This design comes from an exercise in tuning for small area, a short achievable clock period and few clock cycles on the open sky130 flow, not from production work.
The RTL was checked by simulation tests, not by an equivalence proof against the original design.
Power is estimated from default activity; no workload was simulated. The clock port is modelled as an ideal driver; clocking choices that lean on that would not hold on a real chip.

==> flow/design.v <==
`timescale 1ns/1ps
`default_nettype none
package pcie_queue_pkg;
    localparam int DWORD_W       = 32;
    localparam int PCIE_ADDR_W   = 18;
    localparam int PAGE_LSB      = 12;
    localparam int LINE_LSB      = 6;
    localparam int REGS_PER_PAGE = 4;
    localparam int DEF_NB_QUEUES = 8;
    localparam int RB_BRAM_OFFSET = 512;
endpackage
`default_nettype wire
`timescale 1ns/1ps
`default_nettype none
module queue_rr_counter (
    input  logic       pcie_clk,
    input  logic       pcie_reset_n,
    input  logic [4:0] nb_queues,
    input  logic       advance,
    output logic [2:0] cur_queue,
    output logic [2:0] next_queue,
    output logic [7:0] cur_onehot,
    output logic [7:0] next_onehot
);
    logic last_queue;
    assign last_queue = ({2'b00, next_queue} + 5'd1 >= nb_queues) || (next_queue == 3'd7);
    always_ff @(posedge pcie_clk) begin
        if (!pcie_reset_n) begin
            cur_queue   <= 3'd0;
            cur_onehot  <= 8'b0000_0001;
            if (nb_queues > 5'd1) begin
                next_queue  <= 3'd1;
                next_onehot <= 8'b0000_0010;
            end else begin
                next_queue  <= 3'd0;
                next_onehot <= 8'b0000_0001;
            end
        end else if (advance) begin
            cur_queue   <= next_queue;
            cur_onehot  <= next_onehot;
            next_queue  <= last_queue ? 3'd0 : next_queue + 3'd1;
            next_onehot <= last_queue ? 8'b0000_0001 : {next_onehot[6:0], 1'b0};
        end
    end
endmodule
`default_nettype wire
`timescale 1ns/1ps
`default_nettype none
module queue_switch_fsm (
    input  logic        pcie_clk,
    input  logic        pcie_reset_n,
    input  logic [4:0]  nb_queues,
    input  logic        dma_done,
    output logic [2:0]  cur_queue,
    output logic [7:0]  cur_onehot,
    output logic [7:0]  view_onehot
);
    logic [2:0] next_queue;
    logic [7:0] next_onehot;
    queue_rr_counter u_rr_counter (
        .pcie_clk     (pcie_clk),
        .pcie_reset_n (pcie_reset_n),
        .nb_queues    (nb_queues),
        .advance      (dma_done),
        .cur_queue    (cur_queue),
        .next_queue   (next_queue),
        .cur_onehot   (cur_onehot),
        .next_onehot  (next_onehot)
    );
    assign view_onehot = dma_done ? next_onehot : cur_onehot;
endmodule
`default_nettype wire
`timescale 1ns/1ps
`default_nettype none
module queue_reg_file (
    input  logic           pcie_clk,
    input  logic           pcie_reset_n,
    input  logic [17:0]    pcie_address,
    input  logic           pcie_write,
    input  logic [511:0]   pcie_writedata,
    input  logic [63:0]    pcie_byteenable,
    input  logic           dma_done,
    input  logic [31:0]    new_tail,
    input  logic [7:0]     cur_onehot,
    input  logic [7:0]     view_onehot,
    input  logic [7:0]     rd_onehot,
    output logic [127:0]   rd_words,
    output logic [31:0]    active_tail,
    output logic [31:0]    active_head,
    output logic [63:0]    active_kmem_addr
);
    logic [31:0] regs  [8][4];
    logic [3:0]  valid [8];
    logic [3:0]  we    [8];
    logic [3:0]  vsel  [8];
    logic [3:0]  rsel  [8];
    logic [127:0] view;
    for (genvar q = 0; q < 8; q++) begin : g_wdec
        page_write_decode #(.PAGE(q)) u_wdec (
            .pcie_write      (pcie_write),
            .pcie_address    (pcie_address[17:12]),
            .pcie_byteenable (pcie_byteenable[15:4]),
            .we              (we[q][3:1])
        );
        assign we[q][0] = dma_done && cur_onehot[q];
    end
    always_ff @(posedge pcie_clk) begin
        for (int q = 0; q < 8; q++) begin
            if (we[q][0]) regs[q][0] <= new_tail;
            for (int j = 1; j < 4; j++) begin
                if (we[q][j]) regs[q][j] <= pcie_writedata[32*j +: 32];
            end
        end
    end
    always_ff @(posedge pcie_clk) begin
        for (int q = 0; q < 8; q++) begin
            if (!pcie_reset_n) valid[q] <= 4'd0;
            else               valid[q] <= valid[q] | we[q];
        end
    end
    always_comb begin
        for (int q = 0; q < 8; q++) begin
            for (int j = 0; j < 4; j++) begin
                vsel[q][j] = view_onehot[q] && valid[q][j] && pcie_reset_n;
                rsel[q][j] = rd_onehot[q] && valid[q][j];
            end
        end
    end
    for (genvar j = 0; j < 4; j++) begin : g_dword
        onehot_mux8 u_view_mux (
            .d0 (regs[0][j]), .d1 (regs[1][j]), .d2 (regs[2][j]), .d3 (regs[3][j]),
            .d4 (regs[4][j]), .d5 (regs[5][j]), .d6 (regs[6][j]), .d7 (regs[7][j]),
            .sel ({vsel[7][j], vsel[6][j], vsel[5][j], vsel[4][j],
                   vsel[3][j], vsel[2][j], vsel[1][j], vsel[0][j]}),
            .y   (view[32*j +: 32])
        );
        onehot_mux8 u_read_mux (
            .d0 (regs[0][j]), .d1 (regs[1][j]), .d2 (regs[2][j]), .d3 (regs[3][j]),
            .d4 (regs[4][j]), .d5 (regs[5][j]), .d6 (regs[6][j]), .d7 (regs[7][j]),
            .sel ({rsel[7][j], rsel[6][j], rsel[5][j], rsel[4][j],
                   rsel[3][j], rsel[2][j], rsel[1][j], rsel[0][j]}),
            .y   (rd_words[32*j +: 32])
        );
    end
    always_ff @(posedge pcie_clk) begin
        active_tail      <= view[31:0];
        active_head      <= view[63:32];
        active_kmem_addr <= view[127:64];
    end
endmodule
module page_write_decode #(
    parameter int PAGE = 0
) (
    input  logic        pcie_write,
    input  logic [5:0]  pcie_address,
    input  logic [11:0] pcie_byteenable,
    output logic [3:1]  we
);
    logic hit;
    assign hit = pcie_write && (pcie_address == 6'(PAGE));
    always_comb begin
        for (int j = 1; j < 4; j++) we[j] = hit && (&pcie_byteenable[4*(j-1) +: 4]);
    end
endmodule
module onehot_mux8 (
    input  logic [31:0] d0, d1, d2, d3, d4, d5, d6, d7,
    input  logic [7:0]  sel,
    output logic [31:0] y
);
    logic [31:0] n0, n1, n2;
    aoi_sel3 u_g0 (.d0(d0), .d1(d1), .d2(d2), .s(sel[2:0]), .y_n(n0));
    aoi_sel3 u_g1 (.d0(d3), .d1(d4), .d2(d5), .s(sel[5:3]), .y_n(n1));
    aoi_sel2 u_g2 (.d0(d6), .d1(d7), .s(sel[7:6]), .y_n(n2));
    assign y = ~(n0 & n1 & n2);
endmodule
module aoi_sel3 (
    input  logic [31:0] d0, d1, d2,
    input  logic [2:0]  s,
    output logic [31:0] y_n
);
    assign y_n = ~((d0 & {32{s[0]}}) | (d1 & {32{s[1]}}) | (d2 & {32{s[2]}}));
endmodule
module aoi_sel2 (
    input  logic [31:0] d0, d1,
    input  logic [1:0]  s,
    output logic [31:0] y_n
);
    assign y_n = ~((d0 & {32{s[0]}}) | (d1 & {32{s[1]}}));
endmodule
`default_nettype wire
`timescale 1ns/1ps
`default_nettype none
module pio_read_path (
    input  logic           pcie_clk,
    input  logic           pcie_reset_n,
    input  logic [17:0]    pcie_address,
    input  logic           pcie_read,
    input  logic [127:0]   rd_words,
    input  logic [511:0]   frb_readdata,
    input  logic           frb_readvalid,
    output logic [7:0]     rd_onehot,
    output logic           frb_read,
    output logic [11:0]    frb_address,
    output logic [511:0]   pcie_readdata,
    output logic           pcie_readdatavalid
);
    logic         reg_region;
    logic [2:0]   rd_page;
    logic         rd_r1;
    logic         rd_r2;
    logic [127:0] page_data;
    assign reg_region = (pcie_address[17:15] == 3'd0);
    frb_request u_frb_request (
        .pcie_read    (pcie_read),
        .pcie_address (pcie_address[17:6]),
        .frb_read     (frb_read),
        .frb_address  (frb_address)
    );
    always_ff @(posedge pcie_clk) begin
        rd_page <= pcie_address[14:12];
        if (!pcie_reset_n) begin
            rd_r1 <= 1'b0;
            rd_r2 <= 1'b0;
        end else begin
            rd_r1 <= pcie_read && reg_region;
            rd_r2 <= rd_r1;
        end
    end
    always_comb begin
        for (int q = 0; q < 8; q++) rd_onehot[q] = rd_r1 && (rd_page == 3'(q));
    end
    always_ff @(posedge pcie_clk) begin
        page_data <= rd_words;
    end
    always_ff @(posedge pcie_clk) begin
        if (!pcie_reset_n) pcie_readdatavalid <= 1'b0;
        else               pcie_readdatavalid <= rd_r2 || frb_readvalid;
        pcie_readdata[127:0]   <= page_data | (frb_readdata[127:0] & {128{!rd_r2}});
        pcie_readdata[511:128] <= frb_readdata[511:128] & {384{!rd_r2}};
    end
endmodule
module frb_request (
    input  logic        pcie_read,
    input  logic [11:0] pcie_address,
    output logic        frb_read,
    output logic [11:0] frb_address
);
    logic in_regs;
    frb_region_check u_region (
        .a       (pcie_address[11:9]),
        .in_regs (in_regs)
    );
    assign frb_read         = pcie_read && !in_regs;
    assign frb_address[8:0] = pcie_address[8:0];
    assign frb_address[9]   = !pcie_address[9];
    assign frb_address[10]  = !(pcie_address[10] ^ pcie_address[9]);
    frb_line_msb u_msb (
        .a   (pcie_address[11:9]),
        .msb (frb_address[11])
    );
endmodule
module frb_region_check (
    input  logic [2:0] a,
    output logic       in_regs
);
    assign in_regs = !(a[2] || a[1] || a[0]);
endmodule
module frb_line_msb (
    input  logic [2:0] a,
    output logic       msb
);
    assign msb = a[2] && (a[1] || a[0]);
endmodule
`default_nettype wire
`timescale 1ns/1ps
`default_nettype none
module pcie_queue_top (
    input  logic           pcie_clk,
    input  logic           pcie_reset_n,
    input  logic [4:0]     nb_queues,
    input  logic [17:0]    pcie_address,
    input  logic           pcie_write,
    input  logic           pcie_read,
    input  logic [511:0]   pcie_writedata,
    input  logic [63:0]    pcie_byteenable,
    output logic [511:0]   pcie_readdata,
    output logic           pcie_readdatavalid,
    input  logic           dma_done,
    input  logic [31:0]    new_tail,
    output logic [2:0]     active_queue,
    output logic [31:0]    active_tail,
    output logic [31:0]    active_head,
    output logic [63:0]    active_kmem_addr,
    output logic           frb_read,
    output logic [11:0]    frb_address,
    input  logic [511:0]   frb_readdata,
    input  logic           frb_readvalid
);
    logic [7:0]   cur_onehot;
    logic [7:0]   view_onehot;
    logic [7:0]   rd_onehot;
    logic [127:0] rd_words;
    queue_switch_fsm u_switch_fsm (
        .pcie_clk     (pcie_clk),
        .pcie_reset_n (pcie_reset_n),
        .nb_queues    (nb_queues),
        .dma_done     (dma_done),
        .cur_queue    (active_queue),
        .cur_onehot   (cur_onehot),
        .view_onehot  (view_onehot)
    );
    queue_reg_file u_reg_file (
        .pcie_clk         (pcie_clk),
        .pcie_reset_n     (pcie_reset_n),
        .pcie_address     (pcie_address),
        .pcie_write       (pcie_write),
        .pcie_writedata   (pcie_writedata),
        .pcie_byteenable  (pcie_byteenable),
        .dma_done         (dma_done),
        .new_tail         (new_tail),
        .cur_onehot       (cur_onehot),
        .view_onehot      (view_onehot),
        .rd_onehot        (rd_onehot),
        .rd_words         (rd_words),
        .active_tail      (active_tail),
        .active_head      (active_head),
        .active_kmem_addr (active_kmem_addr)
    );
    pio_read_path u_read_path (
        .pcie_clk           (pcie_clk),
        .pcie_reset_n       (pcie_reset_n),
        .pcie_address       (pcie_address),
        .pcie_read          (pcie_read),
        .rd_words           (rd_words),
        .frb_readdata       (frb_readdata),
        .frb_readvalid      (frb_readvalid),
        .rd_onehot          (rd_onehot),
        .frb_read           (frb_read),
        .frb_address        (frb_address),
        .pcie_readdata      (pcie_readdata),
        .pcie_readdatavalid (pcie_readdatavalid)
    );
endmodule
`default_nettype wire
==> flow/config.mk <==
export PLATFORM = sky130hd
export DESIGN_NAME = pcie_queue_top
export DESIGN_NICKNAME = pcie_queue_top
export VERILOG_FILES = /design/flow/design.v
export SDC_FILE = /design/flow/constraint.sdc
export NUM_CORES = 4
export LEC_CHECK = 0
export CAP_MARGIN = 20
export CORE_AREA = 15 15 345 345
export CTS_CLUSTER_DIAMETER = 80
export CTS_CLUSTER_SIZE = 30
export DIE_AREA = 0 0 360 360
export SETUP_SLACK_MARGIN = 2.6
export SLEW_MARGIN = 20
export SYNTH_HIERARCHICAL = 1
==> flow/constraint.sdc <==
create_clock -name core_clock -period 5.0 [get_ports {pcie_clk}]
set_input_delay 1.0000 -clock core_clock [delete_from_list [all_inputs] [get_ports {pcie_clk}]]
set_output_delay 1.0000 -clock core_clock [all_outputs]
set_load 0.01 [all_outputs]
standard.sh (not shown) runs the stock make flow with config.mk's settings and CLKGATE_MAP_FILE= SYNTH_SCRIPT=/design/flow/synth_recipe.tcl, a recipe that flattens the netlist after the stock synthesis.
==> flow/flow/run.sh <==
#!/bin/bash
# Standard ORFS layout, with the port buffers made of the smallest buffer cell
# (every input and output port still gets its own buffer), the IO pins
# allowed on every routing track so the die can be smaller, and a clock tree
# built without dummy balancing loads.
set -euo pipefail
cd "$(dirname "$0")/.."
bash standard.sh \
  "BUFFER_PORTS_ARGS=-buffer_cell sky130_fd_sc_hd__buf_1" \
  "PLACE_PINS_ARGS=-min_distance 1 -min_distance_in_tracks" \
  "CTS_ARGS=-sink_clustering_enable -repair_clock_nets -sink_clustering_size 30 -sink_clustering_max_diameter 80 -dont_use_dummy_load" \
  finish > make_finish.log 2>&1
Testbench counts at the start, summed over its fixed seeds: cycles 3,208.
Rerun with:
--- a/flow/design.v
+++ b/flow/design.v
@@ -18,28 +18,17 @@
     input  logic [4:0] nb_queues,
     input  logic       advance,
     output logic [2:0] cur_queue,
-    output logic [2:0] next_queue,
-    output logic [7:0] cur_onehot,
-    output logic [7:0] next_onehot
+    output logic [2:0] next_queue
 );
     logic last_queue;
     assign last_queue = ({2'b00, next_queue} + 5'd1 >= nb_queues) || (next_queue == 3'd7);
     always_ff @(posedge pcie_clk) begin
         if (!pcie_reset_n) begin
-            cur_queue   <= 3'd0;
-            cur_onehot  <= 8'b0000_0001;
-            if (nb_queues > 5'd1) begin
-                next_queue  <= 3'd1;
-                next_onehot <= 8'b0000_0010;
-            end else begin
-                next_queue  <= 3'd0;
-                next_onehot <= 8'b0000_0001;
-            end
+            cur_queue  <= 3'd0;
+            next_queue <= (nb_queues > 5'd1) ? 3'd1 : 3'd0;
         end else if (advance) begin
-            cur_queue   <= next_queue;
-            cur_onehot  <= next_onehot;
-            next_queue  <= last_queue ? 3'd0 : next_queue + 3'd1;
-            next_onehot <= last_queue ? 8'b0000_0001 : {next_onehot[6:0], 1'b0};
+            cur_queue  <= next_queue;
+            next_queue <= last_queue ? 3'd0 : next_queue + 3'd1;
         end
     end
 endmodule
@@ -56,18 +45,20 @@
     output logic [7:0]  view_onehot
 );
     logic [2:0] next_queue;
-    logic [7:0] next_onehot;
     queue_rr_counter u_rr_counter (
         .pcie_clk     (pcie_clk),
         .pcie_reset_n (pcie_reset_n),
         .nb_queues    (nb_queues),
         .advance      (dma_done),
         .cur_queue    (cur_queue),
-        .next_queue   (next_queue),
-        .cur_onehot   (cur_onehot),
-        .next_onehot  (next_onehot)
+        .next_queue   (next_queue)
     );
-    assign view_onehot = dma_done ? next_onehot : cur_onehot;
+    always_comb begin
+        for (int q = 0; q < 8; q++) begin
+            cur_onehot[q]  = (cur_queue == 3'(q));
+            view_onehot[q] = dma_done ? (next_queue == 3'(q)) : (cur_queue == 3'(q));
+        end
+    end
 endmodule
 `default_nettype wire
 `timescale 1ns/1ps
Outcome:
- setup slack improved by 0.018 ns
- wire length came out lower by about 4%
- cell area came out lower by 0.55%
- fmax came out higher by 0.74%
- clock skew came out higher by 0.0086 ns
- global-route usage came out lower by 1.4 points
- power came out lower by 1.3%
- via count came out lower by about 1.3%
- die area is unchanged
- critical path depth stays the same
- count of clock-buffer cells in the layout stays the same
- cell count stays flat
- register-to-register slack got worse by 0.08 ns
- combinational power came out lower by about 8%
Testbench counts after the change, summed over its fixed seeds: cycles 3,208.

[separate check: timing with driven ports]
How much do the figures lean on ideal ports? The routed layouts below were timed once more, with nothing changed but the port constraints.
Step 1, drivers: a clkbuf_16 drives pcie_clk and a buf_2 each remaining input, both assumed.
Step 2, shift: input delay + t, output delay - t, t = (earliest + latest rising clock arrival at the registers) / 2. This alone moves slack from input paths to output paths.
Three values: no drivers, after step 1, after step 2; two values: the first two.
run | shift t [ns] | slack for setup (ns) | worst setup path after step 2 | worst register clock-pin slew, ns | pins driven straight from the clock port
the first run | 0.752 | 2.525 / 2.466 / 1.796 | input to register | 0.12 / 0.12 | 1
the second run | 0.757 | 2.543 / 2.485 / 1.808 | input to register | 0.12 / 0.12 | 1
After both steps every run listed still meets setup and hold. The setup slack of the second run, which loses most, moves by -0.058 ns with the drivers and by -0.735 ns with both steps.
